This is an optimization exercise on Yosys and OpenROAD, whose aim is small area and a short achievable clock period, not a production implementation. RTL that was checked went through simulation tests only; none was proved equivalent to the original. Power and IR drop assume default switching activity.

Design pattern_driver_top, start of the top module:
module pattern_driver_top (
  input  logic                            user_clock2_i,
  input  logic                            reset_i,
  input  logic                            sclk_i,
  input  logic                            mosi_i,
  input  logic                            ss_n_i,
  input  logic                            control_trigger_i,
  input  logic                            latch_data_i,
  output logic [2*8-1:0]    driver_io_o,
  output logic                            update_cycle_complete_o
);
  localparam int MEM_LENGTH = 48;
  logic                          sclk_rise;
  logic                          mosi_s;
  logic                          ss_active;
  logic                          ss_rise;
  logic                          trigger_rise;
  logic                          latch_rise;
  logic                          frame_valid;
  logic [24-1:0]     frame_data;
  logic [8-1:0]    mem_we;
  logic [MEM_LENGTH-1:0]         wrow;
  pattern_driver_pkg::entry_t    mem_wdata;
  logic [8-1:0]    invert_mask;
  logic                          enable_next;
  logic                          rd_en;
  logic [MEM_LENGTH-1:0]         rd_sel;
  pin_sync pin_sync_i (
    .user_clock2_i     (user_clock2_i),
  ...
Size in the first run: about 2300 cells after synthesis, about 960 flip-flops, ~0.035 mm² of cells after synthesis.
==> flow/config.mk <==
export PLATFORM = sky130hd
export DESIGN_NAME = pattern_driver_top
export DESIGN_NICKNAME = pattern_driver_top
export VERILOG_FILES = /design/flow/design.v
export SDC_FILE = /design/flow/constraint.sdc
export NUM_CORES = 4
export LEC_CHECK = 0
export CAP_MARGIN = 20
export CORE_MARGIN = 2
export CORE_UTILIZATION = 55
export CTS_BUF_LIST = sky130_fd_sc_hd__clkbuf_16
export CTS_CLUSTER_DIAMETER = 100
export CTS_CLUSTER_SIZE = 25
export PLACE_DENSITY = 0.7
export SETUP_SLACK_MARGIN = 3.1
export SLEW_MARGIN = 20
export TNS_END_PERCENT = 0
==> flow/constraint.sdc <==
create_clock -name core_clock -period 5.0 [get_ports {user_clock2_i}]
set_input_delay 1.0000 -clock core_clock [delete_from_list [all_inputs] [get_ports {user_clock2_i}]]
set_output_delay 1.0000 -clock core_clock [all_outputs]
set_load 0.01 [all_outputs]
run.sh (not shown) runs the stock make flow with config.mk's settings and CLKGATE_MAP_FILE= SYNTH_SCRIPT=/design/flow/synth_recipe.tcl, a recipe that flattens the netlist after the stock synthesis.
The first run finished clean.
Change:
SETUP_SLACK_MARGIN = 3.0   (was 3.1)
TNS_END_PERCENT = 5   (was 0)
Die area does not change; wire length grows slightly; design area stays flat; via count grows slightly; non-clock buffer count came out lower by 6; register-to-register slack gets better by 0.02 ns; clock-buffer cell count does not change; setup slack degrades by 0.035 ns; total power hardly moves; global-route usage rises by 0.11 points; area after synthesis stays the same.
Change:
SETUP_SLACK_MARGIN = 3.3   (was 3.0)
TNS_END_PERCENT = not set   (was 5)
The changed run completed with no timing, DRC or antenna violations.
Routed wire length grows by 10%.
Global-route usage increases by 1.8 points.
Sequential share of layout area drops by 4.7 points.
Setup slack is better by 0.037 ns.
Clock power is about the same.
Power hardly moves.
Register-to-register slack gains 0.21 ns.
Critical path depth does not change.
Change:
SETUP_SLACK_MARGIN = 3.1   (was 3.3)
After rerunning: Total power hardly moves. Design area went down by 5.1%. Sequential power hardly moves. Via count went down by 4.9%. Fmax stays flat. Global-route usage went down by 1.5 points. Final cell count went down by 1.5%. Utilization went down by 3.2 points. Wire length went down by 9.1%.

* * *

lane 5:
pattern_driver_top, a different RTL version from the one above (not shown whole).
Size in the first run: roughly 2400 cells after synthesis, about 35000 um2 of cells after synthesis.
==> flow/config.mk <==
export PLATFORM = sky130hd
export DESIGN_NAME = pattern_driver_top
export DESIGN_NICKNAME = pattern_driver_top
export VERILOG_FILES = /design/flow/design.v
export SDC_FILE = /design/flow/constraint.sdc
export NUM_CORES = 4
export LEC_CHECK = 0
export CAP_MARGIN = 20
export CORE_MARGIN = 2
export CORE_UTILIZATION = 55
export PLACE_DENSITY = 0.7
export SETUP_SLACK_MARGIN = 2.5
export SLEW_MARGIN = 20
==> flow/constraint.sdc <==
create_clock -name core_clock -period 5.0 [get_ports {user_clock2_i}]
set_input_delay 1.0000 -clock core_clock [delete_from_list [all_inputs] [get_ports {user_clock2_i}]]
set_output_delay 1.0000 -clock core_clock [all_outputs]
set_load 0.01 [all_outputs]
Lane 5 finished end to end and its layout was clean on timing, DRC and antenna.
The inputs of lane 3 differ from those of lane 5 as listed below.
Settings: clearing SETUP_SLACK_MARGIN, which used to be 2.5.
==> run notes <==
Relative to lane 5, lane 3 improves final area. Lane 5 → lane 3: worst voltage drop across the vdd grid neither gained nor lost much, routed via count divided by cell count picked up an extra 0.65%.
No run of this note included a check of the RTL's function; only the layout flow was run.

* * *

run 1:
pattern_driver_top with an RTL version that a note above also has.
Size: about 960 flip-flops, ~24 I/O pins.
clock: 5.0 ns
lec_check: 0
cap_margin: 20
core_margin: 2
core_utilization: 55
cts_buf_list: sky130_fd_sc_hd__clkbuf_16
cts_cluster_diameter: 100
cts_cluster_size: 25
place_density: 0.7
setup_slack_margin: 3.1
slew_margin: 20
tns_end_percent: 15
diff inputs: run 1 => run 2
- SETUP_SLACK_MARGIN changed from 3.1 to 3.2
- TNS_END_PERCENT changed from 15 to 5
## What came out
There was hardly any difference in growth of design area from synthesis to finish between run 2 and run 1.
Diff run 1 -> run 2: final cell utilization of the core about even, smallest setup slack after layout saw a decrease.
The non-clock buffer count of run 2 is lower than that of run 1.
Taking run 1 as the reference, in run 2 fmax essentially unchanged; overall power of the completed layout essentially unchanged; post-cts hold buffer count essentially unchanged; final clock period utilization by the worst path essentially unchanged; detailed-router iteration count before antenna repair increased 1.
Modified inputs, run 3 compared to run 2
- a deleted TNS_END_PERCENT that had been 5
- a change of SETUP_SLACK_MARGIN from 3.2 to 2.8
Findings:
Run 2 -> run 3: global-route met1 utilization flat
Run 3 vs. run 2: total global routing track utilization picked up an extra 0.39 points, synthesis-to-layout area growth picked up an extra 0.80 points, worst hold margin lost 0.017 ns.
Wire length of the first global-routing pass sits higher in run 3 than in run 2.
A first element of the critical path of gen_core[2].core_i.pin_q[0] is what run 2 shows, while gen_core[5].core_i.pin_q[0] belongs to run 3.
## Diff of input files: run 4 against run 3
- TNS_END_PERCENT newly set to 5
- SETUP_SLACK_MARGIN changed from 2.8 to 3.1
Run 3: full flow OK, the timing, DRC and antenna checks passed
Looking at the reports, run 4 completed the entire flow and the layout it produced met the timing, DRC and antenna checks.
Number of buffers other than clock buffers in the final layout shrinks by a few percent when moving from run 3 to run 4.
Taking run 3 as the reference, in run 4 first-pass GRT wire length shows a reduction of 1.6 mm; routed wire length shows a reduction of 0.66%; final critical-path share of the clock period shows a reduction of 1.7 points.
Run 4 vs run 3, top layer used by detailed routing: met5 vs met4
Edits applied to the flow inputs when going from run 4 to run 5:
- a deleted TNS_END_PERCENT that had been 5
- a change of CTS_CLUSTER_SIZE from 25 to 30
==> comparison <==
Going from run 4 to run 5, the sequential share of layout area was found to have gone down by 0.80 points. Between run 4 and run 5, the area of all sequential standard cells does not differ in any meaningful way. The core of run 5 is more densely filled than that of run 4. Going from run 4 to run 5, the count of filler cells inserted in the layout was found to have gone up by 20. The higher aggregate global-route resource usage of run 5 and run 4 is in run 5.

[separate check: timing with driven ports]
No port has a modelled driver above. Below, the same layouts with a new extraction and two added sets of constraints.
Step 1: set_driving_cell puts a clkbuf_16 on user_clock2_i and a buf_2 on each other input, an assumption about the parent block.
Step 2 also shifts input and output timing later by t, the mid clock arrival at the registers, as if the neighbouring blocks saw the same clock.
Three values: no drivers, after step 1, after step 2; two values: the first two.
| run | t (ns) | setup slack, ns | hold slack, ns | clock arrival spread, ns | pins driven straight from the clock port |
|---|---|---|---|---|---|
| the first run of note 1 | 0.678 | 2.931 / 2.875 / 2.361 | 0.415 / 0.415 / 0.415 | 0.025 / 0.025 | 1 |
| the second run of note 1 | 0.692 | 2.896 / 2.825 / 2.281 | 0.432 / 0.432 / 0.432 | 0.047 / 0.048 | 1 |
| the third run of note 1 | 0.678 | 2.932 / 2.866 / 2.530 | 0.421 / 0.421 / 0.421 | 0.034 / 0.034 | 1 |
| the fourth run of note 1 | 0.674 | 2.931 / 2.868 / 2.475 | 0.420 / 0.420 / 0.420 | 0.036 / 0.037 | 1 |
| lane 5 | 0.720 | 2.087 / 2.087 / 2.087 | 0.413 / 0.413 / 0.413 | 0.037 / 0.036 | 1 |
| lane 3 | 0.718 | 2.184 / 2.184 / 1.696 | 0.413 / 0.413 / 0.413 | 0.037 / 0.036 | 1 |
| run 1 | 0.686 | 2.914 / 2.846 / 2.481 | 0.432 / 0.432 / 0.432 | 0.046 / 0.045 | 1 |
| run 2 | 0.691 | 2.910 / 2.842 / 2.447 | 0.433 / 0.433 / 0.433 | 0.044 / 0.043 | 1 |
| run 3 | 0.683 | 2.829 / 2.762 / 2.407 | 0.416 / 0.416 / 0.416 | 0.035 / 0.035 | 1 |
| run 4 | 0.689 | 2.913 / 2.843 / 2.354 | 0.430 / 0.430 / 0.430 | 0.043 / 0.043 | 1 |
| run 5 | 0.680 | 2.927 / 2.860 / 2.462 | 0.423 / 0.423 / 0.423 | 0.025 / 0.024 | 1 |
After both steps every run listed still meets setup and hold. For the second run of note 1, which loses most, drivers alone change the setup slack by -0.071 ns; drivers and shift together by -0.615 ns.
